This design comes from an exercise in tuning for small area, a short achievable clock period and few clock cycles on the open sky130 flow, not from production work.
RTL that was checked went through simulation tests only; none was proved equivalent to the original.

==> run a: inputs <==
## keyword_source_lexer
module keyword_source_lexer #(
   parameter int MAX_TEXT_LEN = 65536
) (
   input  wire logic         clock,
   input  wire logic         reset,
   input  wire logic         req_valid,
   output logic             req_stall,
   input  wire logic [8:0]   req_data,
   output logic             rsp_valid,
   input  wire logic         rsp_stall,
   output logic [45:0]      rsp_data,
   input  wire logic         csr_we,
   input  wire logic [16:0]  csr_wdata
);
clock: 8.5 ns
lec_check: 0
cap_margin: 20
core_margin: 2
core_utilization: 40
slew_margin: 20
standard.sh (not shown) runs the stock make flow with config.mk's settings and CLKGATE_MAP_FILE= SYNTH_SCRIPT=/design/flow/synth_recipe.tcl, a recipe that flattens the netlist after the stock synthesis.
==> flow/flow/run.sh <==
#!/bin/bash
# The standard layout, with the smallest buffer on each port instead of the
# default delay-cell buffer, and timing repair aiming 6 ns below the clock period
set -euo pipefail
export BUFFER_PORTS_ARGS="-buffer_cell sky130_fd_sc_hd__buf_1"
export SETUP_SLACK_MARGIN=6
bash standard.sh finish > standard_finish.log 2>&1
==> inputs of run b, as changes to run a <==
==> flow/flow/run.sh (replaced) <==
#!/bin/bash
# The standard layout, with the smallest buffer on each port instead of the
# default delay-cell buffer; repair still resizes port buffers where timing needs it
set -euo pipefail
export BUFFER_PORTS_ARGS="-buffer_cell sky130_fd_sc_hd__buf_1"
bash standard.sh finish > standard_finish.log 2>&1
Settings changed: CTS_BUF_LIST set to sky130_fd_sc_hd__clkbuf_8, SETUP_SLACK_MARGIN set to 5.
==> inputs of run c, as changes to run a <==
--- a/flow/design.v
+++ b/flow/design.v
@@ -502,57 +502,52 @@
       alpha = ((ch >= "a") && (ch <= "z")) || ((ch >= "A") && (ch <= "Z")) || (ch == "_");
       digit = (ch >= "0") && (ch <= "9");
       classify = {alpha || digit, alpha, digit, ch == "\"", ch == 8'd10, ch == "/", ch == "*",
                   ch == "=", ch == ">",
                   (ch == "/") || (ch == "=") || (ch == "!") || (ch == "<") || (ch == ">") ||
                   (ch == "-"),
                   single_kind(ch) != 6'd0};
    endfunction
-   function automatic logic [15:0] cap4_of(input logic [16:0] l);
+   function automatic logic [15:0] cap3_of(input logic [16:0] l);
       if (l[16]) begin
-         cap4_of = 16'd65531;
+         cap3_of = 16'd65532;
       end else if (l[15:0] == 16'd0) begin
-         cap4_of = 16'hfffc;
+         cap3_of = 16'hfffd;
       end else begin
-         cap4_of = l[15:0] - 16'd5;
+         cap3_of = l[15:0] - 16'd4;
       end
    endfunction
    logic              in_v;
    logic [7:0]        c;
    logic              eot;
    logic [CL_W-1:0]   cl;
-   logic              b_v;
-   logic [8:0]        b_data;
-   logic [8:0]        src;
    logic              load_a;
    logic [2:0]   mode_ff, mode_in;
    logic [2:0]   pend_ff, pend_in;
    logic         star_ff, star_in;
    logic [15:0]  start_ff, start_in;
    logic [5:0]   len_ff, len_in;
    logic [4:0]   kw_ff, kw_in;
    logic [5:0]   kwe_ff, kwe_in;      
    logic [16:0]  pos_ff, pos_in;
    logic         zero_ff, zero_in;    
    logic [15:0]  cnt;                 
    logic         ovf_ff, ovf_in;      
    logic         near_ff, near_in;    
-   logic         far_ff, far_in;      
-   logic [15:0]  cap4_ff;             
-   logic [15:0]  cap4_w;
+   logic [15:0]  cap3_ff;             
+   logic [15:0]  cap3_w;
    logic [2:0]   c_pend;
    logic [5:0]   c_kind, two_kind, flush_kind, flush_len;
    logic         flush_emits;
    assign c_kind   = single_kind(c);
-   assign cap4_w   = cap4_of(csr_wdata);
-   logic         w_cap0, w_cap1, w_cap2;
+   assign cap3_w   = cap3_of(csr_wdata);
+   logic         w_cap0, w_cap1;
    assign w_cap0   = (csr_wdata[16:1] == 16'd0);
    assign w_cap1   = (csr_wdata == 17'd2);
-   assign w_cap2   = (csr_wdata == 17'd3);
    assign cnt      = zero_ff ? 16'd0 : last_index + 16'd1;
    logic         kw_hit;
    logic [10:0]  kw_f, kw_a;
    assign kw_hit = kwe_ff[5] && (c[4:0] == kwe_ff[4:0]) && c[6] && (c[5] || (kwe_ff[4:0] == 5'd31));
    assign kw_f   = kw_first(c);
    assign kw_a   = kw_alt({kw_ff, len_ff[3:0], c});
    always_comb begin
       c_pend = PD_SLASH;
@@ -728,72 +723,58 @@
          pend_in  = pend_ff;
          start_in = start_ff;
          len_in   = len_ff;
          kw_in    = kw_ff;
          kwe_in   = kwe_ff;
       end
    end
    assign load_a    = !in_v || take;
-   assign src       = b_v ? b_data : req_data;
-   assign req_stall = b_v || (in_v && eot);
+   assign req_stall = in_v && !take;
    always_ff @(posedge clock) begin
       if (reset) begin
          in_v <= 1'b0;
-         b_v  <= 1'b0;
       end else if (load_a) begin
-         in_v <= b_v || (req_valid && !req_stall);
-         b_v  <= 1'b0;
-      end else if (req_valid && !req_stall) begin
-         b_v  <= 1'b1;
+         in_v <= req_valid;
       end
       if (load_a) begin
-         {c, eot} <= src;
-         cl       <= classify(src[8:1]);
-      end
-      if (!req_stall) begin
-         b_data <= req_data;
+         {c, eot} <= req_data;
+         cl       <= classify(req_data[8:1]);
       end
    end
    always_comb begin
       zero_in = zero_ff;
       ovf_in  = ovf_ff;
       near_in = near_ff;
-      far_in  = far_ff;
       if (push && w_end) begin
          zero_in = 1'b1;
-         ovf_in  = csr_we ? w_cap0 : (cap4_ff == 16'hfffc);
-         near_in = csr_we ? w_cap1 : (cap4_ff == 16'hfffd);
-         far_in  = csr_we ? w_cap2 : (cap4_ff == 16'hfffe);
+         ovf_in  = csr_we ? w_cap0 : (cap3_ff == 16'hfffd);
+         near_in = csr_we ? w_cap1 : (cap3_ff == 16'hfffe);
       end else if (push) begin
          zero_in = 1'b0;
          ovf_in  = near_ff;
-         near_in = far_ff;
-         far_in  = zero_ff ? (cap4_ff == 16'hffff) : (last_index == cap4_ff);
-      end else if (csr_we && !in_v && !b_v) begin
+         near_in = zero_ff ? (cap3_ff == 16'hffff) : (last_index == cap3_ff);
+      end else if (csr_we && !in_v) begin
          ovf_in  = w_cap0;
          near_in = w_cap1;
-         far_in  = w_cap2;
       end
    end
    always_ff @(posedge clock) begin
       if (reset) begin
          mode_ff <= LM_IDLE;
          pos_ff  <= '0;
          zero_ff <= 1'b1;
          ovf_ff  <= 1'b0;
          near_ff <= 1'b0;
-         far_ff  <= 1'b0;
-         cap4_ff <= 16'd1019;
+         cap3_ff <= 16'd1020;
       end else begin
-         if (csr_we) cap4_ff <= cap4_w;
+         if (csr_we) cap3_ff <= cap3_w;
          zero_ff <= zero_in;
          ovf_ff  <= ovf_in;
          near_ff <= near_in;
-         far_ff  <= far_in;
          if (step) begin
             mode_ff <= mode_in;
             pos_ff  <= pos_in;
          end
       end
    end
    always_ff @(posedge clock) begin
       if (step) begin
==> flow/flow/run.sh (replaced) <==
#!/bin/bash
# The standard layout, with the smallest buffer on each port instead of the
# default delay-cell buffer; repair still resizes port buffers where timing needs it
set -euo pipefail
export BUFFER_PORTS_ARGS="-buffer_cell sky130_fd_sc_hd__buf_1"
bash standard.sh finish > standard_finish.log 2>&1
Settings changed: SETUP_SLACK_MARGIN set to 5.
==> inputs of run d, as changes to run a <==
--- a/flow/design.v
+++ b/flow/design.v
@@ -393,85 +393,16 @@
       r   = r | ({11{knc == 17'd357}} & 11'd236);
       hit = hit | (knc == 17'd357);
       r   = r | ({11{knc == 17'd12899}} & 11'd949);
       hit = hit | (knc == 17'd12899);
       r   = r | ({11{knc == 17'd45417}} & 11'd1908);
       hit = hit | (knc == 17'd45417);
       kw_alt = hit ? r : 11'd1984;
    endfunction
-   function automatic logic [3:0] kw_len(input logic [4:0] k);
-      logic [3:0] r;
-      logic        hit;
-      r   = '0;
-      hit = 1'b0;
-      r   = r | ({4{k == 5'd0}} & 4'd4);
-      hit = hit | (k == 5'd0);
-      r   = r | ({4{k == 5'd1}} & 4'd6);
-      hit = hit | (k == 5'd1);
-      r   = r | ({4{k == 5'd2}} & 4'd10);
-      hit = hit | (k == 5'd2);
-      r   = r | ({4{k == 5'd3}} & 4'd9);
-      hit = hit | (k == 5'd3);
-      r   = r | ({4{k == 5'd4}} & 4'd12);
-      hit = hit | (k == 5'd4);
-      r   = r | ({4{k == 5'd5}} & 4'd2);
-      hit = hit | (k == 5'd5);
-      r   = r | ({4{k == 5'd6}} & 4'd12);
-      hit = hit | (k == 5'd6);
-      r   = r | ({4{k == 5'd7}} & 4'd9);
-      hit = hit | (k == 5'd7);
-      r   = r | ({4{k == 5'd8}} & 4'd11);
-      hit = hit | (k == 5'd8);
-      r   = r | ({4{k == 5'd9}} & 4'd6);
-      hit = hit | (k == 5'd9);
-      r   = r | ({4{k == 5'd10}} & 4'd2);
-      hit = hit | (k == 5'd10);
-      r   = r | ({4{k == 5'd11}} & 4'd5);
-      hit = hit | (k == 5'd11);
-      r   = r | ({4{k == 5'd12}} & 4'd4);
-      hit = hit | (k == 5'd12);
-      r   = r | ({4{k == 5'd13}} & 4'd2);
-      hit = hit | (k == 5'd13);
-      r   = r | ({4{k == 5'd14}} & 4'd9);
-      hit = hit | (k == 5'd14);
-      r   = r | ({4{k == 5'd15}} & 4'd11);
-      hit = hit | (k == 5'd15);
-      r   = r | ({4{k == 5'd16}} & 4'd8);
-      hit = hit | (k == 5'd16);
-      r   = r | ({4{k == 5'd17}} & 4'd12);
-      hit = hit | (k == 5'd17);
-      r   = r | ({4{k == 5'd18}} & 4'd6);
-      hit = hit | (k == 5'd18);
-      r   = r | ({4{k == 5'd19}} & 4'd5);
-      hit = hit | (k == 5'd19);
-      r   = r | ({4{k == 5'd20}} & 4'd7);
-      hit = hit | (k == 5'd20);
-      r   = r | ({4{k == 5'd21}} & 4'd5);
-      hit = hit | (k == 5'd21);
-      r   = r | ({4{k == 5'd22}} & 4'd3);
-      hit = hit | (k == 5'd22);
-      r   = r | ({4{k == 5'd23}} & 4'd4);
-      hit = hit | (k == 5'd23);
-      r   = r | ({4{k == 5'd24}} & 4'd6);
-      hit = hit | (k == 5'd24);
-      r   = r | ({4{k == 5'd25}} & 4'd7);
-      hit = hit | (k == 5'd25);
-      r   = r | ({4{k == 5'd26}} & 4'd5);
-      hit = hit | (k == 5'd26);
-      r   = r | ({4{k == 5'd27}} & 4'd6);
-      hit = hit | (k == 5'd27);
-      r   = r | ({4{k == 5'd28}} & 4'd6);
-      hit = hit | (k == 5'd28);
-      r   = r | ({4{k == 5'd29}} & 4'd4);
-      hit = hit | (k == 5'd29);
-      r   = r | ({4{k == 5'd30}} & 4'd7);
-      hit = hit | (k == 5'd30);
-      kw_len = hit ? r : 4'd0;
-   endfunction
    function automatic logic [5:0] single_kind(input logic [7:0] ch);
       logic [5:0] r;
       r = '0;
       r = r | ({6{ch == 8'h2b}} & 6'd39);    
       r = r | ({6{ch == 8'h2a}} & 6'd42);    
       r = r | ({6{ch == 8'h25}} & 6'd44);    
       r = r | ({6{ch == 8'h28}} & 6'd45);    
       r = r | ({6{ch == 8'h29}} & 6'd46);    
@@ -573,17 +504,17 @@
          two_kind = 6'd41;
       end
    end
    always_comb begin
       flush_emits = 1'b1;
       flush_len   = len_ff;
       flush_kind  = 6'd0;
       if (mode_ff == LM_IDENT) begin
-         flush_kind = (len_ff == {2'b00, kw_len(kw_ff)}) ? {1'b0, kw_ff} : KIND_IDENT;
+         flush_kind = kwe_ff[5] ? KIND_IDENT : {1'b0, kw_ff};
       end else if (mode_ff == LM_NUMBER) begin
          flush_kind = KIND_NUMBER;
       end else if (mode_ff == LM_STRING) begin
          flush_kind = KIND_STRING;
       end else if (mode_ff == LM_PEND) begin
          flush_len = 6'd1;
          if (pend_ff == PD_SLASH) flush_kind = 6'd43;
          if (pend_ff == PD_EQ)    flush_kind = 6'd38;
==> flow/flow/run.sh (replaced) <==
#!/bin/bash
# The standard layout, with the smallest buffer on each port instead of the
# default delay-cell buffer; repair still resizes port buffers where timing needs it
set -euo pipefail
export BUFFER_PORTS_ARGS="-buffer_cell sky130_fd_sc_hd__buf_1"
bash standard.sh finish > standard_finish.log 2>&1
Settings changed: CTS_BUF_LIST set to sky130_fd_sc_hd__clkbuf_8, SETUP_SLACK_MARGIN set to 5.
==> impl_metrics.tcl <==
set metrics [dict create \
    status "complete, no violations" \
    min_period_ps 3400 \
    num_rows 62 \
    final_common_cell "nor2_1" \
    multi_input_gates 1106 \
    layout_common_cells "nor2_1 (147), nand2_1 (114), edfxtp_1 (112), a21oi_1 (89), buf_1 (78)" \
    reg2reg_to "u_front.kwe_ff[2]" \
    power_density_nw_per_um2 133 \
    root_buffer "clkbuf_8" \
    hold_depth 0 \
    p_int_uw 1160 \
    total_power_uw 1710 \
    grt_pass1_wl_microns 62100 \
]
the above is filed under run b

==> impl_metrics.tcl <==
set metrics [dict create \
    root_buffer "clkbuf_8" \
    multi_input_gates 1066 \
    min_period_ps 3430 \
    hold_depth 2 \
    power_density_nw_per_um2 129 \
    status "complete, no violations" \
    reg2reg_to "u_front.kw_ff[3]" \
    total_power_uw 1640 \
    final_common_cell "nand2_1" \
    num_rows 62 \
    tritoncts "done" \
    multi_input_area_share_pct 54.0 \
]
the above is filed under run d

==> impl_metrics.tcl <==
set metrics [dict create \
    grt_pass1_wl_microns 58000 \
    hold_depth 0 \
    reg2reg_to "u_front.kwe_ff[5]" \
    p_int_uw 1300 \
    min_period_ps 4340 \
    total_power_uw 1790 \
    multi_input_gates 1043 \
    root_buffer "clkbuf_16" \
    layout_common_cells "nor2_1 (132), nand2_1 (104), edfxtp_1 (103), a21oi_1 (102), buf_1 (76)" \
    status "complete, no violations" \
]
the above is filed under run c

==> impl_metrics.tcl <==
set metrics [dict create \
    reg2reg_to "u_front.kwe_ff[2]" \
    multi_input_gates 1109 \
    hold_depth 0 \
    power_density_nw_per_um2 123 \
    total_power_uw 2020 \
    status "complete, no violations" \
    layout_common_cells "buf_4 (171), nor2_1 (135), edfxtp_1 (112), nand2_1 (104), a21oi_1 (71)" \
]
the above is filed under run a

Testbench counts of run a, summed over its fixed seeds: cycles 146,983.
Testbench counts of run b, summed over its fixed seeds: cycles 146,983.
Testbench counts of run d, summed over its fixed seeds: cycles 146,983.
For run c, only the layout was checked, not whether the RTL still works.

-- separate check: timing with driven ports --
The flow's constraints put no driver on any port. The routed layouts listed below were extracted and timed again, unchanged, in two steps. Step 1, drivers: a clkbuf_16 drives clock and a buf_2 each remaining input, both assumed. Step 2 moves the port delays by t, midway between the first and last clock arrival at a register: inputs arrive t later, outputs are due t later. That takes back most of the time a late clock gives input paths. a / b / c = ideal / step 1 / step 2; a / b = the first two.
run | t, ns | setup WS [ns] | pins driven straight from the clock port
run a | 0.486 | 5.173 / 5.184 / 4.698 | 1
run b | 0.505 | 5.102 / 5.094 / 4.638 | 1
run c | 0.462 | 4.161 / 4.114 / 4.277 | 1
run d | 0.489 | 5.071 / 5.071 / 4.689 | 1
After both steps every run listed still meets setup and hold. For run a, which loses most, drivers alone change the setup slack by +0.011 ns; drivers and shift together by -0.475 ns.
